Context: an optimization exercise on an open-source flow, tuned for small area. The choices shown serve that exercise and are no tape-out recipe.
Only simulation tests tie the RTL to the original design; equivalence was not proved.

## build 68
Design nn_top, start of the top module:
module nn_top #(
  parameter int data_w = 16,
  parameter int frac_w = 8
) (
  input  wire                clk,
  input  wire                rst_n,
  input  wire                in_valid_w1,
  input  wire                in_valid_w2,
  input  wire                in_valid_d,
  input  wire  [data_w-1:0]  weight1,
  input  wire  [data_w-1:0]  weight2,
  input  wire  [data_w-1:0]  data_point,
  output logic               out_valid,
  output logic [data_w-1:0]  out
);
For scale: ~1600 cells after synthesis, about 350 flip-flops, roughly 70 I/O pins, ~22000 um2 of cells after synthesis.
Settings: LEC_CHECK=0, CAP_MARGIN=20, CORE_MARGIN=2, CORE_UTILIZATION=40, GPL_TIMING_DRIVEN=0, SLEW_MARGIN=20; clock period 12.0 ns.
standard.sh (not shown) runs the stock make flow with config.mk's settings and CLKGATE_MAP_FILE= SYNTH_SCRIPT=/design/flow/synth_recipe.tcl, a recipe that flattens the netlist after the stock synthesis.
==> flow/flow/run.sh <==
#!/bin/bash
# Own flow: the standard layout, with an area-oriented resynthesis of the
# combinational logic (see my_synth.tcl). Each tool's output goes to a log here.
set -euo pipefail
W=$PWD
F=$W/flow
R=$W/orfs/results/$FLOW_PLATFORM/nn_top/base
LG=$W/orfs/logs/$FLOW_PLATFORM/nn_top/base

bash standard.sh synth > $W/log_synth_standard.txt 2>&1
cp $R/1_2_yosys.v $W/netlist_standard.v
cp $LG/1_2_yosys.log $W/log_yosys_standard.txt
python3 $F/regs.py list $W/netlist_standard.v > $W/regs_standard.txt

# 2. the area-oriented synthesis of the same RTL; its flip-flops get the
#    standard synthesis's instance names (checked one-to-one, same cell types)
sleep 1
choice=standard
if bash standard.sh SYNTH_SCRIPT=$F/my_synth.tcl do-yosys > $W/log_synth_area.txt 2>&1; then
  cp $LG/1_2_yosys.log $W/log_yosys_area.txt
  cp $R/1_2_yosys.v $W/netlist_area.v
  if [ -s $W/regs_standard.txt ] && python3 $F/regs.py rename $W/netlist_area.v $W/regs_standard.txt; then
    choice=area
  fi
fi
if [ $choice = area ]; then
  cp $W/netlist_area.v $R/1_2_yosys.v
else
  cp $W/netlist_standard.v $R/1_2_yosys.v
fi
echo "netlist used: $choice" > $W/synth_choice.txt
touch $R/1_2_yosys.v

# 3. the rest of the standard layout from that netlist, with the extra make
#    settings in layout_args.txt (one per line: smaller port buffers, CTS options)
args=()
if [ -f $F/layout_args.txt ]; then
  while IFS= read -r line; do
    [ -n "$line" ] && args+=("$line")
  done < $F/layout_args.txt
fi
bash standard.sh "${args[@]}" finish > $W/log_layout.txt 2>&1
==> flow/flow/abc_area_relaxed.script <==
strash
&get -n
&st
&dch
&nf -R 1000
&put
topo
dnsize -c
==> flow/flow/layout_args.txt <==
BUFFER_PORTS_ARGS=-buffer_cell sky130_fd_sc_hd__buf_1
CTS_ARGS=-sink_clustering_enable -repair_clock_nets -sink_clustering_size 20 -sink_clustering_max_diameter 70 -buf_list sky130_fd_sc_hd__clkbuf_8 -dont_use_dummy_load
Other scripts of this flow, unchanged in this note and not shown: flow/flow/my_synth.tcl, flow/flow/regs.py
Looking at the reports, build 68 completed the entire flow and the layout it produced met the timing, DRC and antenna checks.
Edits applied to the flow inputs when going from build 68 to build 6:
- SLEW_MARGIN: 20 -> 5
- CAP_MARGIN: 20 -> 5
==> flow/flow/abc_area_relaxed.script <==
strash
dch -f
amap
topo
dnsize -c
==> flow/flow/layout_args.txt <==
BUFFER_PORTS_ARGS=-buffer_cell sky130_fd_sc_hd__buf_1
CTS_ARGS=-sink_clustering_enable -repair_clock_nets -sink_clustering_size 16 -sink_clustering_max_diameter 60 -buf_list sky130_fd_sc_hd__clkbuf_8 -dont_use_dummy_load
- ~same end-of-flow core utilization in build 6 and build 68
- The met3 track demand over resource in global routing reported for build 6 is greater than that of build 68 by 0.34 points.
- Delta (build 6 minus build 68): number of logic inverters in the finished layout rose 76; via count increased by 2070 relative to the old numbers; synthesized cell count picked up an extra 311; mean number of vias per cell held steady.
- For maximum frequency, build 6 and build 68 come out practically identical.
- From build 68 to build 6, clock tree buffer depth did not move at all.
- From build 68 to build 6, total number of H-tree levels did not move at all.
Relative to build 6, the following input files were edited for build 86:
- changing CAP_MARGIN from 5 to 20
- changing SLEW_MARGIN from 5 to 20
==> flow/flow/abc_area_relaxed.script <==
strash
&get -n
&st
&dch
&nf -R 1000
&put
topo
dnsize -c
==> results.txt <==
- Going from build 6 to build 86, data required time of the worst path +0.02 ns; minimum clock period decreased 0.047 ns; core utilization of the finished layout stayed essentially flat.
- Build 86 vs build 6 — net total in the final layout dropped by more than 10%
- On build 86: worst setup margin is 0.047 ns higher than what build 6 gave.
- Compared build 86 against build 6; cell area within noise.
- The post-route clock period utilization of build 86 falls short of that of build 6 by 0.39 points.
- When the final numbers for build 6 and build 86 were put side by side, the initial antenna violation count turned out to be greater in build 6.
#### Input delta (build 33 over build 86)
- CORE_UTILIZATION changed from 40 to 70
- PLACE_DENSITY newly set to 0.8
[summary]
- Every stage of the flow completed for build 33, and the final layout passed the timing, DRC and antenna checks.
- In build 33, the die boundary height came out about 24% below the value in build 86.
- Die area: build 33 < build 86
- Measured against each other, build 86 and build 33 differ in utilization after layout, the lower figure coming from build 86.
- Re share of synthesized cell area in and, or, nand and nor gates: no difference whatsoever between build 33 and build 86.
- Placer's final routability congestion estimate (build 86 / build 33): 0.899
- Worst setup slack sits lower in build 33 than in build 86.
- Changes observed in build 33 relative to build 86: minimum clock period after layout increased by 0.19 ns relative to the old numbers, proportion of cell area occupied by registers went up by 0.84 points.

---

== the reference run ==
Another version of the RTL of nn_top (not shown whole).
Size: ~70 I/O pins, ~21,000 um^2 of cells after synthesis.
clock: 12.0 ns
lec_check: 0
cap_margin: 20
core_margin: 2
core_utilization: 40
cts_buf_list: sky130_fd_sc_hd__clkbuf_4 sky130_fd_sc_hd__clkbuf_8
gpl_timing_driven: 0
slew_margin: 20
==> flow/flow/run.sh <==
#!/bin/bash
# Own flow: the standard layout, with an area-oriented resynthesis of the
# combinational logic (see my_synth.tcl). Each tool's output goes to a log here.
set -euo pipefail
W=$PWD
F=$W/flow
R=$W/orfs/results/$FLOW_PLATFORM/nn_top/base
LG=$W/orfs/logs/$FLOW_PLATFORM/nn_top/base

bash standard.sh synth > $W/log_synth_standard.txt 2>&1
cp $R/1_2_yosys.v $W/netlist_standard.v
cp $LG/1_2_yosys.log $W/log_yosys_standard.txt
python3 $F/regs.py list $W/netlist_standard.v > $W/regs_standard.txt

# 2. the area-oriented synthesis of the same RTL; its flip-flops get the
#    standard synthesis's instance names (checked one-to-one, same cell types)
sleep 1
choice=standard
if bash standard.sh SYNTH_SCRIPT=$F/my_synth.tcl do-yosys > $W/log_synth_area.txt 2>&1; then
  cp $LG/1_2_yosys.log $W/log_yosys_area.txt
  cp $R/1_2_yosys.v $W/netlist_area.v
  if [ -s $W/regs_standard.txt ] && python3 $F/regs.py rename $W/netlist_area.v $W/regs_standard.txt; then
    choice=area
  fi
fi
if [ $choice = area ]; then
  cp $W/netlist_area.v $R/1_2_yosys.v
else
  cp $W/netlist_standard.v $R/1_2_yosys.v
fi
echo "netlist used: $choice" > $W/synth_choice.txt
touch $R/1_2_yosys.v

# 3. the rest of the standard layout from that netlist
bash standard.sh > $W/log_layout.txt 2>&1
Other scripts of this flow, unchanged in this note and not shown: flow/flow/abc_area_relaxed.script, flow/flow/my_synth.tcl, flow/flow/regs.py
The reference run ran to completion and came out clean on the timing, DRC and antenna checks.
The following lists how the trial run was set up differently from the reference run:
Settings: CTS_BUF_LIST: sky130_fd_sc_hd__clkbuf_4 sky130_fd_sc_hd__clkbuf_8 -> unset; GPL_TIMING_DRIVEN: 0 -> unset.
Notes after the runs:
- Delta (the trial run minus the reference run): area of combinational cells with multiple inputs lower, maximum number of pins on one net before global-route repair climbed about 13%.
- Post-route worst setup slack (lower): the trial run
- Clock buffer instance count of the final layout in the trial run is about 46% below the reference run.
- When the trial run is set beside the reference run, its area of all placed cells without fillers turns out to be 250 um^2 larger.
- Comparing the trial run and the reference run, the lower data required time at the worst endpoint is on the trial run.

[what the ideal ports hide]
In the flow no input, the clock included, has a driving cell. The finished layouts below were timed again as built, in two steps. Step 1 assumes that a clkbuf_16 drives the clock port and a buf_2 every other input. Step 2 times the ports against the registers' clock, not the clock port: input delays grow and output delays shrink by t, the midpoint of the rising clock arrivals with the driver on. Slacks: no drivers / after step 1 / after step 2; pairs: no drivers / after step 1.
| run | t, ns | slack for setup (ns) | slew at the worst register clock pin (ns) | worst data-port slew with drivers (ns) |
|---|---|---|---|---|
| build 68 | 0.631 | 0.424 / 0.436 / -0.195 | 0.12 / 0.12 | 0.04 |
| build 6 | 0.655 | 0.390 / 0.418 / -0.237 | 0.10 / 0.10 | 0.06 |
| build 86 | 0.651 | 0.437 / 0.448 / -0.203 | 0.10 / 0.10 | 0.04 |
| build 33 | 0.611 | 0.248 / 0.274 / -0.336 | 0.10 / 0.10 | 0.03 |
| the reference run | 0.714 | 0.457 / 0.453 / -0.261 | 0.07 / 0.07 | 0.07 |
| the trial run | 0.633 | 0.427 / 0.320 / -0.313 | 0.07 / 0.07 | 0.16 |
Met with ideal ports but missed after step 2: setup timing in every run listed. For the trial run, which loses most, drivers alone change the setup slack by -0.107 ns; drivers and shift together by -0.740 ns.
